Background: an optimization exercise with open tools, aiming at small area, a short achievable clock period and few clock cycles. Do not read the settings as production practice. The RTL was checked by simulation tests, not by an equivalence proof against the original design. Power is estimated from default activity; no workload was simulated.

==> flow/design.v <==
`default_nettype none
package kairo_pkg;
  typedef logic [31:0] word_t;
  typedef logic [4:0]  reg_num_t;
  typedef logic [15:0] ar_addr_t;
  typedef logic [10:0] op_sel_t;
  typedef logic [6:0]  opcode_t;
  typedef logic [2:0]  funct3_t;
  typedef logic [6:0]  funct7_t;
  localparam int OP_LUI    = 0;
  localparam int OP_ADDI   = 1;
  localparam int OP_ADD    = 2;
  localparam int OP_SUB    = 3;
  localparam int OP_AND    = 4;
  localparam int OP_OR     = 5;
  localparam int OP_XOR    = 6;
  localparam int OP_BEQ    = 7;
  localparam int OP_BNE    = 8;
  localparam int OP_JAL    = 9;
  localparam int OP_EBREAK = 10;
  localparam opcode_t OPC_LUI    = 7'b0110111;
  localparam opcode_t OPC_OP_IMM = 7'b0010011;
  localparam opcode_t OPC_OP     = 7'b0110011;
  localparam opcode_t OPC_BRANCH = 7'b1100011;
  localparam opcode_t OPC_JAL    = 7'b1101111;
  localparam opcode_t OPC_SYSTEM = 7'b1110011;
  localparam funct3_t F3_ADD = 3'b000;
  localparam funct3_t F3_XOR = 3'b100;
  localparam funct3_t F3_OR  = 3'b110;
  localparam funct3_t F3_AND = 3'b111;
  localparam funct3_t F3_BEQ = 3'b000;
  localparam funct3_t F3_BNE = 3'b001;
  localparam funct7_t F7_BASE = 7'b0000000;
  localparam funct7_t F7_ALT  = 7'b0100000;
  localparam logic [11:0] F12_EBREAK = 12'h001;
  localparam word_t BOOT_ADDR   = 32'h0000_8000;
  localparam int    BOOT_CYCLES = 1;
  localparam int    BOOT_CNT_W  = $clog2(BOOT_CYCLES + 1);
  typedef logic [BOOT_CNT_W-1:0] boot_cnt_t;
  localparam boot_cnt_t BOOT_LAST = boot_cnt_t'(BOOT_CYCLES - 1);
  localparam boot_cnt_t BOOT_DONE = boot_cnt_t'(BOOT_CYCLES);
  localparam word_t      INST_STEP   = 32'd4;
  localparam logic [7:0] AR_REG_PAGE = 8'h10;
  typedef enum logic [1:0] {
    S_RESET,
    S_EXEC,
    S_HALT,
    S_RESUME
  } run_state_t;
endpackage
`default_nettype wire
`default_nettype none
module kairo_run_ctrl (
  input  wire  CLK,
  input  wire  RST_N,
  input  wire  haltreq,
  input  wire  resumereq,
  input  wire  ebreak_retired,
  output logic issue,
  output logic halt,
  output logic resume,
  output logic running
);
  kairo_pkg::run_state_t state;
  kairo_pkg::run_state_t state_next;
  logic                  haltreq_q;
  always_ff @(posedge CLK) begin
    if (!RST_N) begin
      haltreq_q <= 1'b0;
    end else begin
      haltreq_q <= haltreq;
    end
  end
  always_comb begin
    state_next = state;
    case (state)
      kairo_pkg::S_RESET: begin
        state_next = kairo_pkg::S_EXEC;
      end
      kairo_pkg::S_EXEC: begin
        if (haltreq_q || ebreak_retired) begin
          state_next = kairo_pkg::S_HALT;
        end
      end
      kairo_pkg::S_HALT: begin
        if (resumereq) begin
          state_next = kairo_pkg::S_RESUME;
        end
      end
      kairo_pkg::S_RESUME: begin
        if (!resumereq) begin
          state_next = kairo_pkg::S_RESET;
        end
      end
      default: begin
        state_next = kairo_pkg::S_RESET;
      end
    endcase
  end
  always_ff @(posedge CLK) begin
    if (!RST_N) begin
      state <= kairo_pkg::S_RESET;
    end else begin
      state <= state_next;
    end
  end
  assign issue   = (state == kairo_pkg::S_EXEC) && !haltreq_q;
  assign halt    = (state == kairo_pkg::S_HALT);
  assign resume  = (state == kairo_pkg::S_RESUME);
  assign running = (state == kairo_pkg::S_RESET) || (state == kairo_pkg::S_EXEC);
endmodule
`default_nettype wire
`default_nettype none
module kairo_pc_counter (
  input  wire              CLK,
  input  wire              RST_N,
  input  wire              retire,
  input  wire  kairo_pkg::word_t pc_next,
  output kairo_pkg::word_t pc,
  output logic             fetch_en
);
  kairo_pkg::boot_cnt_t boot_cnt;
  always_ff @(posedge CLK) begin
    if (!RST_N) begin
      boot_cnt <= '0;
      pc       <= '0;
      fetch_en <= 1'b0;
    end else if (boot_cnt != kairo_pkg::BOOT_DONE) begin
      boot_cnt <= boot_cnt + 1'b1;
      if (boot_cnt == kairo_pkg::BOOT_LAST) begin
        pc       <= kairo_pkg::BOOT_ADDR;
        fetch_en <= 1'b1;
      end
    end else if (retire) begin
      pc <= pc_next;
    end
  end
endmodule
`default_nettype wire
`default_nettype none
module kairo_decode (
  input  wire kairo_pkg::word_t    inst,
  output kairo_pkg::reg_num_t      dec_rs1_num,
  output kairo_pkg::reg_num_t      dec_rs2_num,
  output kairo_pkg::reg_num_t      dec_rd_num,
  output kairo_pkg::word_t         dec_imm,
  output kairo_pkg::op_sel_t       dec_op
);
  kairo_pkg::opcode_t opcode;
  kairo_pkg::funct3_t funct3;
  kairo_pkg::funct7_t funct7;
  assign opcode = inst[6:0];
  assign funct3 = inst[14:12];
  assign funct7 = inst[31:25];
  assign dec_rs1_num = inst[19:15];
  assign dec_rs2_num = inst[24:20];
  assign dec_rd_num  = inst[11:7];
  always_comb begin
    dec_imm = '0;
    dec_op  = '0;
    case (opcode)
      kairo_pkg::OPC_LUI: begin
        dec_imm = {inst[31:12], 12'b0};
        dec_op[kairo_pkg::OP_LUI] = 1'b1;
      end
      kairo_pkg::OPC_OP_IMM: begin
        dec_imm = {{20{inst[31]}}, inst[31:20]};
        if (funct3 == kairo_pkg::F3_ADD) begin
          dec_op[kairo_pkg::OP_ADDI] = 1'b1;
        end
      end
      kairo_pkg::OPC_OP: begin
        if (funct7 == kairo_pkg::F7_BASE) begin
          case (funct3)
            kairo_pkg::F3_ADD: dec_op[kairo_pkg::OP_ADD] = 1'b1;
            kairo_pkg::F3_XOR: dec_op[kairo_pkg::OP_XOR] = 1'b1;
            kairo_pkg::F3_OR:  dec_op[kairo_pkg::OP_OR]  = 1'b1;
            kairo_pkg::F3_AND: dec_op[kairo_pkg::OP_AND] = 1'b1;
            default: ;
          endcase
        end else if (funct7 == kairo_pkg::F7_ALT && funct3 == kairo_pkg::F3_ADD) begin
          dec_op[kairo_pkg::OP_SUB] = 1'b1;
        end
      end
      kairo_pkg::OPC_BRANCH: begin
        dec_imm = {{19{inst[31]}}, inst[31], inst[7],
                   inst[30:25], inst[11:8], 1'b0};
        if (funct3 == kairo_pkg::F3_BEQ) begin
          dec_op[kairo_pkg::OP_BEQ] = 1'b1;
        end else if (funct3 == kairo_pkg::F3_BNE) begin
          dec_op[kairo_pkg::OP_BNE] = 1'b1;
        end
      end
      kairo_pkg::OPC_JAL: begin
        dec_imm = {{11{inst[31]}}, inst[31], inst[19:12],
                   inst[20], inst[30:21], 1'b0};
        dec_op[kairo_pkg::OP_JAL] = 1'b1;
      end
      kairo_pkg::OPC_SYSTEM: begin
        if (inst[31:7] == {kairo_pkg::F12_EBREAK, 13'b0}) begin
          dec_op[kairo_pkg::OP_EBREAK] = 1'b1;
        end
      end
      default: ;
    endcase
  end
endmodule
`default_nettype wire
`default_nettype none
module kairo_exec (
  input  wire                 issue,
  input  wire                 inst_ready,
  input  wire  kairo_pkg::word_t pc,
  input  wire  kairo_pkg::word_t rs1,
  input  wire  kairo_pkg::word_t rs2,
  input  wire  kairo_pkg::reg_num_t dec_rd_num,
  input  wire  kairo_pkg::word_t    dec_imm,
  input  wire  kairo_pkg::op_sel_t  dec_op,
  output logic                retire,
  output logic                ebreak_retired,
  output logic                rd_we,
  output kairo_pkg::reg_num_t rd_num,
  output kairo_pkg::word_t    rd_data,
  output kairo_pkg::word_t    pc_next
);
  kairo_pkg::word_t pc_plus;
  kairo_pkg::word_t target;
  kairo_pkg::word_t result;
  logic             has_rd;
  logic             taken;
  assign pc_plus = pc + kairo_pkg::INST_STEP;
  assign target  = pc + dec_imm;
  always_comb begin
    case (1'b1)
      dec_op[kairo_pkg::OP_LUI]:  result = dec_imm;
      dec_op[kairo_pkg::OP_ADDI]: result = rs1 + dec_imm;
      dec_op[kairo_pkg::OP_ADD]:  result = rs1 + rs2;
      dec_op[kairo_pkg::OP_SUB]:  result = rs1 - rs2;
      dec_op[kairo_pkg::OP_AND]:  result = rs1 & rs2;
      dec_op[kairo_pkg::OP_OR]:   result = rs1 | rs2;
      dec_op[kairo_pkg::OP_XOR]:  result = rs1 ^ rs2;
      dec_op[kairo_pkg::OP_JAL]:  result = pc_plus;
      default:                    result = '0;
    endcase
  end
  assign has_rd = dec_op[kairo_pkg::OP_LUI] | dec_op[kairo_pkg::OP_ADDI] |
                  dec_op[kairo_pkg::OP_ADD] | dec_op[kairo_pkg::OP_SUB] |
                  dec_op[kairo_pkg::OP_AND] | dec_op[kairo_pkg::OP_OR] |
                  dec_op[kairo_pkg::OP_XOR] | dec_op[kairo_pkg::OP_JAL];
  assign taken = (dec_op[kairo_pkg::OP_BEQ] && (rs1 == rs2)) ||
                 (dec_op[kairo_pkg::OP_BNE] && (rs1 != rs2)) ||
                 dec_op[kairo_pkg::OP_JAL];
  assign pc_next = taken ? target : pc_plus;
  assign retire         = issue & inst_ready;
  assign ebreak_retired = retire & dec_op[kairo_pkg::OP_EBREAK];
  assign rd_we          = retire & has_rd & (dec_rd_num != '0);
  assign rd_num         = dec_rd_num;
  assign rd_data        = result;
endmodule
`default_nettype wire
`default_nettype none
module kairo_regfile (
  input  wire                 CLK,
  input  wire                 RST_N,
  input  wire                 rd_we,
  input  wire  kairo_pkg::reg_num_t rd_num,
  input  wire  kairo_pkg::word_t    rd_data,
  input  wire                 dbg_en,
  input  wire                 dbg_wr,
  input  wire  kairo_pkg::ar_addr_t dbg_addr,
  input  wire  kairo_pkg::word_t    dbg_wdata,
  input  wire  kairo_pkg::reg_num_t dec_rs1_num,
  input  wire  kairo_pkg::reg_num_t dec_rs2_num,
  output kairo_pkg::word_t    rs1,
  output kairo_pkg::word_t    rs2,
  output kairo_pkg::word_t    dbg_rdata
);
  kairo_pkg::word_t    regs [1:31];
  kairo_pkg::reg_num_t dbg_num;
  logic                dbg_hit;
  assign dbg_num = dbg_addr[4:0];
  assign dbg_hit = dbg_en & (dbg_addr[15:8] == kairo_pkg::AR_REG_PAGE);
  always_ff @(posedge CLK) begin
    if (!RST_N) begin
      for (int i = 1; i < 32; i++) begin
        regs[i] <= '0;
      end
    end else begin
      if (rd_we && (rd_num != '0)) begin
        regs[rd_num] <= rd_data;
      end
      if (dbg_hit && dbg_wr && (dbg_num != '0)) begin
        regs[dbg_num] <= dbg_wdata;
      end
    end
  end
  assign rs1       = (dec_rs1_num == '0) ? '0 : regs[dec_rs1_num];
  assign rs2       = (dec_rs2_num == '0) ? '0 : regs[dec_rs2_num];
  assign dbg_rdata = (!dbg_hit || (dbg_num == '0)) ? '0 : regs[dbg_num];
endmodule
`default_nettype wire
`default_nettype none
module kairo (
  input  wire                CLK,
  input  wire                RST_N,
  output logic               i_mem_valid,
  output kairo_pkg::word_t   i_mem_addr,
  input  wire                i_mem_ready,
  input  wire  kairo_pkg::word_t i_mem_rdata,
  input  wire                haltreq,
  input  wire                resumereq,
  output logic               halt,
  output logic               resume,
  output logic               running,
  input  wire                ar_en,
  input  wire                ar_wr,
  input  wire  kairo_pkg::ar_addr_t ar_ad,
  input  wire  kairo_pkg::word_t    ar_di,
  output kairo_pkg::word_t   ar_do
);
  logic             issue;
  logic             retire;
  logic             ebreak_retired;
  logic             fetch_en;
  logic             rd_we;
  kairo_pkg::reg_num_t rd_num;
  kairo_pkg::word_t rd_data;
  kairo_pkg::word_t pc;
  kairo_pkg::word_t pc_next;
  kairo_pkg::word_t rs1;
  kairo_pkg::word_t rs2;
  kairo_pkg::reg_num_t dec_rs1_num;
  kairo_pkg::reg_num_t dec_rs2_num;
  kairo_pkg::reg_num_t dec_rd_num;
  kairo_pkg::word_t    dec_imm;
  kairo_pkg::op_sel_t  dec_op;
  kairo_run_ctrl u_run_ctrl (
    .CLK            (CLK),
    .RST_N          (RST_N),
    .haltreq        (haltreq),
    .resumereq      (resumereq),
    .ebreak_retired (ebreak_retired),
    .issue          (issue),
    .halt           (halt),
    .resume         (resume),
    .running        (running)
  );
  kairo_pc_counter u_pc_counter (
    .CLK      (CLK),
    .RST_N    (RST_N),
    .retire   (retire),
    .pc_next  (pc_next),
    .pc       (pc),
    .fetch_en (fetch_en)
  );
  assign i_mem_valid = fetch_en & running;
  assign i_mem_addr  = pc;
  kairo_decode u_decode (
    .inst (i_mem_rdata),
    .dec_rs1_num (dec_rs1_num),
    .dec_rs2_num (dec_rs2_num),
    .dec_rd_num  (dec_rd_num),
    .dec_imm     (dec_imm),
    .dec_op      (dec_op)
  );
  kairo_regfile u_regfile (
    .CLK       (CLK),
    .RST_N     (RST_N),
    .rd_we     (rd_we),
    .rd_num    (rd_num),
    .rd_data   (rd_data),
    .dbg_en    (ar_en & halt),
    .dbg_wr    (ar_wr),
    .dbg_addr  (ar_ad),
    .dbg_wdata (ar_di),
    .dec_rs1_num (dec_rs1_num),
    .dec_rs2_num (dec_rs2_num),
    .rs1       (rs1),
    .rs2       (rs2),
    .dbg_rdata (ar_do)
  );
  kairo_exec u_exec (
    .issue          (issue),
    .inst_ready     (i_mem_ready),
    .pc             (pc),
    .rs1            (rs1),
    .rs2            (rs2),
    .dec_rd_num     (dec_rd_num),
    .dec_imm        (dec_imm),
    .dec_op         (dec_op),
    .retire         (retire),
    .ebreak_retired (ebreak_retired),
    .rd_we          (rd_we),
    .rd_num         (rd_num),
    .rd_data        (rd_data),
    .pc_next        (pc_next)
  );
endmodule
`default_nettype wire
==> flow/run.sh <==
#!/bin/bash
# synth_recipe.tcl (not shown) runs the flow's synth.tcl, then flattens the netlist and writes it again
# the make line also repeats each setting of config.mk as NAME=value (left out here)
make -C /OpenROAD-flow-scripts/flow DESIGN_CONFIG=/design/flow/config.mk WORK_HOME=/design/flow/orfs CLKGATE_MAP_FILE= SYNTH_SCRIPT=/design/flow/synth_recipe.tcl finish
==> flow/config.mk <==
export PLATFORM = sky130hd
export DESIGN_NAME = kairo
export DESIGN_NICKNAME = kairo
export VERILOG_FILES = /design/flow/design.v
export SDC_FILE = /design/flow/constraint.sdc
export NUM_CORES = 4
export LEC_CHECK = 0
export CAP_MARGIN = 20
export CORE_MARGIN = 2
export CORE_UTILIZATION = 40
export SLEW_MARGIN = 20
==> flow/constraint.sdc <==
create_clock -name core_clock -period 9.0 [get_ports {CLK}]
set_input_delay 1.8000 -clock core_clock [delete_from_list [all_inputs] [get_ports {CLK}]]
set_output_delay 1.8000 -clock core_clock [all_outputs]
set_load 0.01 [all_outputs]
==> reports/qor.json <==
{
  "clocking": {
    "cts_sinks": 1061,
    "largest_buffer_count_on_any_clock_path": 3,
    "count_of_hold_buffers_inserted_by_post_cts_repair": 0,
    "postCtsSetupBuffers": 0,
    "insertion_delay_ns": 0.79,
    "clk_transition_reported_paths_ns": 0.06,
    "resize_count_post_cts": 0,
    "cts_inserted_buffers": 118,
    "ctsHtreeMaxLevel": 3,
    "cts_tree": "done",
    "cts-root-buf": "clkbuf_16"
  },
  "worst_setup_path": {
    "timing_worst_setup_path_type": "in2reg",
    "slowest_delay_ns": 0.69,
    "worst_ep_arrival_time_ns": 8.21,
    "cp-end-kind": "register",
    "crit_fanout": 68,
    "cp.required_ns": 9.48,
    "crit_slowest_cell": "ha_1",
    "worst_setup_path_start_kind": "primary input",
    "crit_path_cell_trace": "buf_8, buf_12, mux4_2, mux4_2, nand2b_1, a21oi_1, ha_1, nor3_1, a311oi_1, a31oi_1, a21oi_1, o21ai_0, xnor2_1, o2111ai_1, a211oi_4, buf_12, nor3_1"
  },
  "logic_synthesis": {
    "async_flop_share": 0,
    "synth.top_cells.by_count": "nor2_1 (1095), edfxtp_1 (1024), mux4_2 (889)",
    "netlist_instances": 5898,
    "synthTopCellsByArea": "edfxtp_1 (42%), mux4_2 (28%), nor2_1 (5.7%)",
    "netlist_area_sq_mm": 0.0727,
    "yosysWarningCount": 5,
    "area_share_of_and_or_nand_nor_cells_after_synthesis": 0.115,
    "yosys.area_share.adder": 0.0290,
    "synth_xor_xnor_area_share": 0.0115,
    "synth-main-ff-cell": "edfxtp_1",
    "synth_sequential_area_ratio": 0.433,
    "synth.largest_area_cell": "edfxtp_1",
    "dominant_combinational_cell_family_by_area_after_synthesis": "multiplexers",
    "synth-compound-area-share": 0.0793,
    "synth_top_cell_area_share": 0.423,
    "synth_edf_count": 1024,
    "netlist-cell-type-count": 101,
    "synth.most_common_cell": "nor2_1",
    "yosys_register_bits": 1061,
    "synth.avg_cell_area_sq_um": 12.3,
    "yosys-mux-area-fraction": 0.292
  },
  "pwr": {
    "power_frac_seq": 0.429,
    "p_sw_frac": 0.293,
    "peakVddDrop_mv": 0.159,
    "power.leakage_nw": 27.8,
    "pwr_density_cell_mw_per_mm2": 163,
    "part_of_the_total_power_dissipated_in_the_clock_network": 0.368,
    "power_frac_comb": 0.203,
    "p_int_w": 0.00939,
    "total_switching_power_w": 0.00388
  },
  "placed_design": {
    "io_buffer_count": 151,
    "place_congestion": 0.958,
    "placement.cell_area_sq_mm": 0.0777,
    "place.detailed.hpwl_um": 186000
  },
  "global_route": {
    "initial_antenna_violation_count": 13,
    "first_global_vias": 54791,
    "grt_pass1_wl_um": 397000,
    "overflow": 0,
    "grt.total_usage": 0.299,
    "grt_start_max_net_pins": 103
  },
  "sta": {
    "fin_crit_sh": 0.859,
    "fin_setup_tns_ns": 0,
    "final_hold_viol_count": 0,
    "clock_skew_ns": 0.0606,
    "slew-limit-headroom": 0.129,
    "report.final.setup_viol": 0,
    "setup_repair_after_global_routing_missed_its_margin": "false",
    "period_minus_slack_ns": 7.73,
    "fin_hold_ws_ns": 0.453,
    "finalMaxSlewViolations": 0,
    "clock.fmax_mhz": 129,
    "max_slew.worst_pin.slew_ns": 1.31
  },
  "layout": {
    "fraction_of_layout_cells_with_a_size_suffix_above_1": 0.246,
    "area.growth.synth_to_final_pct": 12.3,
    "filler_cells": 16142,
    "final_util": 0.452,
    "nets": 6145,
    "post-route-cell-area_sq_mm": 0.0816
  },
  "routing": {
    "drcViolationCount": 0,
    "route.detailed.wl_per_inst_um": 33.7,
    "firstDrtPassIters": 6,
    "drtAntennaViolNets": 0,
    "postRouteWirelength_um": 281000,
    "drt-initial-drc-count": 7996,
    "route.detailed.vias_per_inst": 6.75,
    "routed-via-count": 56417
  },
  "min_path": {
    "min-delay-path-class": "reg2reg"
  },
  "floorplan": {
    "io-pin-count": 155,
    "die_y_um": 430,
    "design.core.area_sq_mm": 0.181,
    "design.die.area_sq_mm": 0.185,
    "starting_density_of_the_core": 0.402,
    "core.rowCount": 156,
    "chipWidth_um": 430
  },
  "status": {
    "status": "finished clean"
  },
  "job": {
    "drv_cap": 0
  }
}
==> cell usage in the layout (no fill, tap or decap), drive strengths merged, types with 29 or more instances in the layout <==
cell type and instances:
mux2i 110, mux4 889, inv 172, o22ai 50, o221ai 29, buf 266, clkbuf 139, xor2 29
nor3 184, a211oi 37, clkinv 60, nand2b 63, ha 162, nor2 1099, conb 32, edfxtp 1024
o31ai 38, clkdlybuf4s50 136, a21o 56, dfxtp 37, o21ai 184, a21oi 267, nand2 363, xnor2 66
nand3 55
==> state kept, by name, indices dropped and copies added, names as in the netlist, named ones only <==
| name | flops |
|---|---|
| u_pc_counter.boot_cnt | 1 |
| u_pc_counter.fetch_en | 1 |
| u_run_ctrl.state | 2 |
| u_pc_counter.pc | 30 |
| u_regfile.regs | 1024 |
| u_run_ctrl.haltreq_q | 1 |
==> worst max-delay path: cells and delay by family <==
family | cells | cell delay (ns)
compound gates | 7 | 2.47
buf+inv | 3 | 1.25
mux | 2 | 1.18
fa+ha+maj | 1 | 0.69
simple gates | 3 | 0.37
xor+xnor | 1 | 0.20
==> metal layers <==
layer | track usage | part of all wire
met1 | 0.380 | 0.35
met2 | 0.478 | 0.47
met3 | 0.0797 | 0.12
met4 | 0.137 | 0.055
met5 | 0 | 0.00049
==> cell type report <==
| cell class | instances | area, sq um | area share |
|---|---|---|---|
| Antenna cell | 3 | 7.51 | 0.0000920 |
| Clock buffer | 139 | 3050 | 0.0374 |
| Clock inverter | 77 | 773 | 0.00948 |
| Inverter | 172 | 651 | 0.00797 |
| Multi-Input combinational cell | 4137 | 38800 | 0.475 |
| Sequential cell | 1061 | 31500 | 0.386 |
| Tap cell | 2370 | 2970 | 0.0363 |
| Timing Repair Buffer | 402 | 3870 | 0.0475 |
==> metrics by stage <==
step	std cells	worst slack [ns]	total power [W]
3_3_place_gp	8141	0.654	0.00838
3_5_place_dp	8141	0.559	0.00841
5_1_grt	8359	0.995	0.0136
2_1_floorplan	5929	1.27	0.00744
6_report	8361	1.27	0.0133
4_1_cts	8357	1.35	0.0132
==> worst paths after layout <==
check                                            from                                    to  slack (ns)  cells past startpoint
setup / recovery                      i_mem_rdata[15]  u_regfile.regs[28][31]$_SDFFCE_PN0P_        1.27                     17
setup reg to reg  u_regfile.regs[11][7]$_SDFFCE_PN0P_  u_regfile.regs[21][30]$_SDFFCE_PN0P_        2.89                     15
hold / removal     u_pc_counter.fetch_en$_SDFFE_PN0N_    u_pc_counter.fetch_en$_SDFFE_PN0N_        0.45                      2
hold reg to reg    u_pc_counter.fetch_en$_SDFFE_PN0N_    u_pc_counter.fetch_en$_SDFFE_PN0N_        0.45                      2
==> logic make-up after synthesis <==
group	count (synthesis)
AO/OA/AOI/OAI	886
XOR/XNOR	95
adder cells (fa/ha/maj)	166
buffers and inverters	731
flip-flops	1061
multiplexers	1010
other	1
AND/OR/NAND/NOR	1948
==> power groups by stage <==
stage	logic, W	clock network, W	registers, W
global placement	0.00261	0	0.00577
finish	0.00269	0.00489	0.00570
detailed placement	0.00261	0	0.00579
global route	0.00280	0.00509	0.00571
CTS	0.00262	0.00492	0.00569
floorplan	0.00169	0	0.00575
Testbench counts, summed over its fixed seeds: cycles 14,309.

afterwards: timing with drivers on the ports:
Ports are ideal in the flow. The routed layout listed here was re-timed in OpenROAD. Step 1 sets driving cells, clkbuf_16 on the clock port and buf_2 on the other inputs (assumed; they add their load-dependent delay and slew). Step 2 adds t to the input delays and takes it off the output delays; t is the mean of the earliest and latest rising clock arrival at the registers after step 1. Input paths then give back, and output paths get back, about the clock's delay inside the block. a / b / c = no drivers / after step 1 / after step 2; a / b = the first two.
t (ns): 0.855
setup slack, ns: 1.272 / 1.318 / 0.463
slew at the worst register clock pin (ns): 0.07 / 0.07
worst data-port slew with drivers (ns): 0.09
cell pins on the clock port's net: 1
After both steps this run still meets setup and hold. The setup slack of this run moves by +0.046 ns with the drivers and by -0.809 ns with both steps.
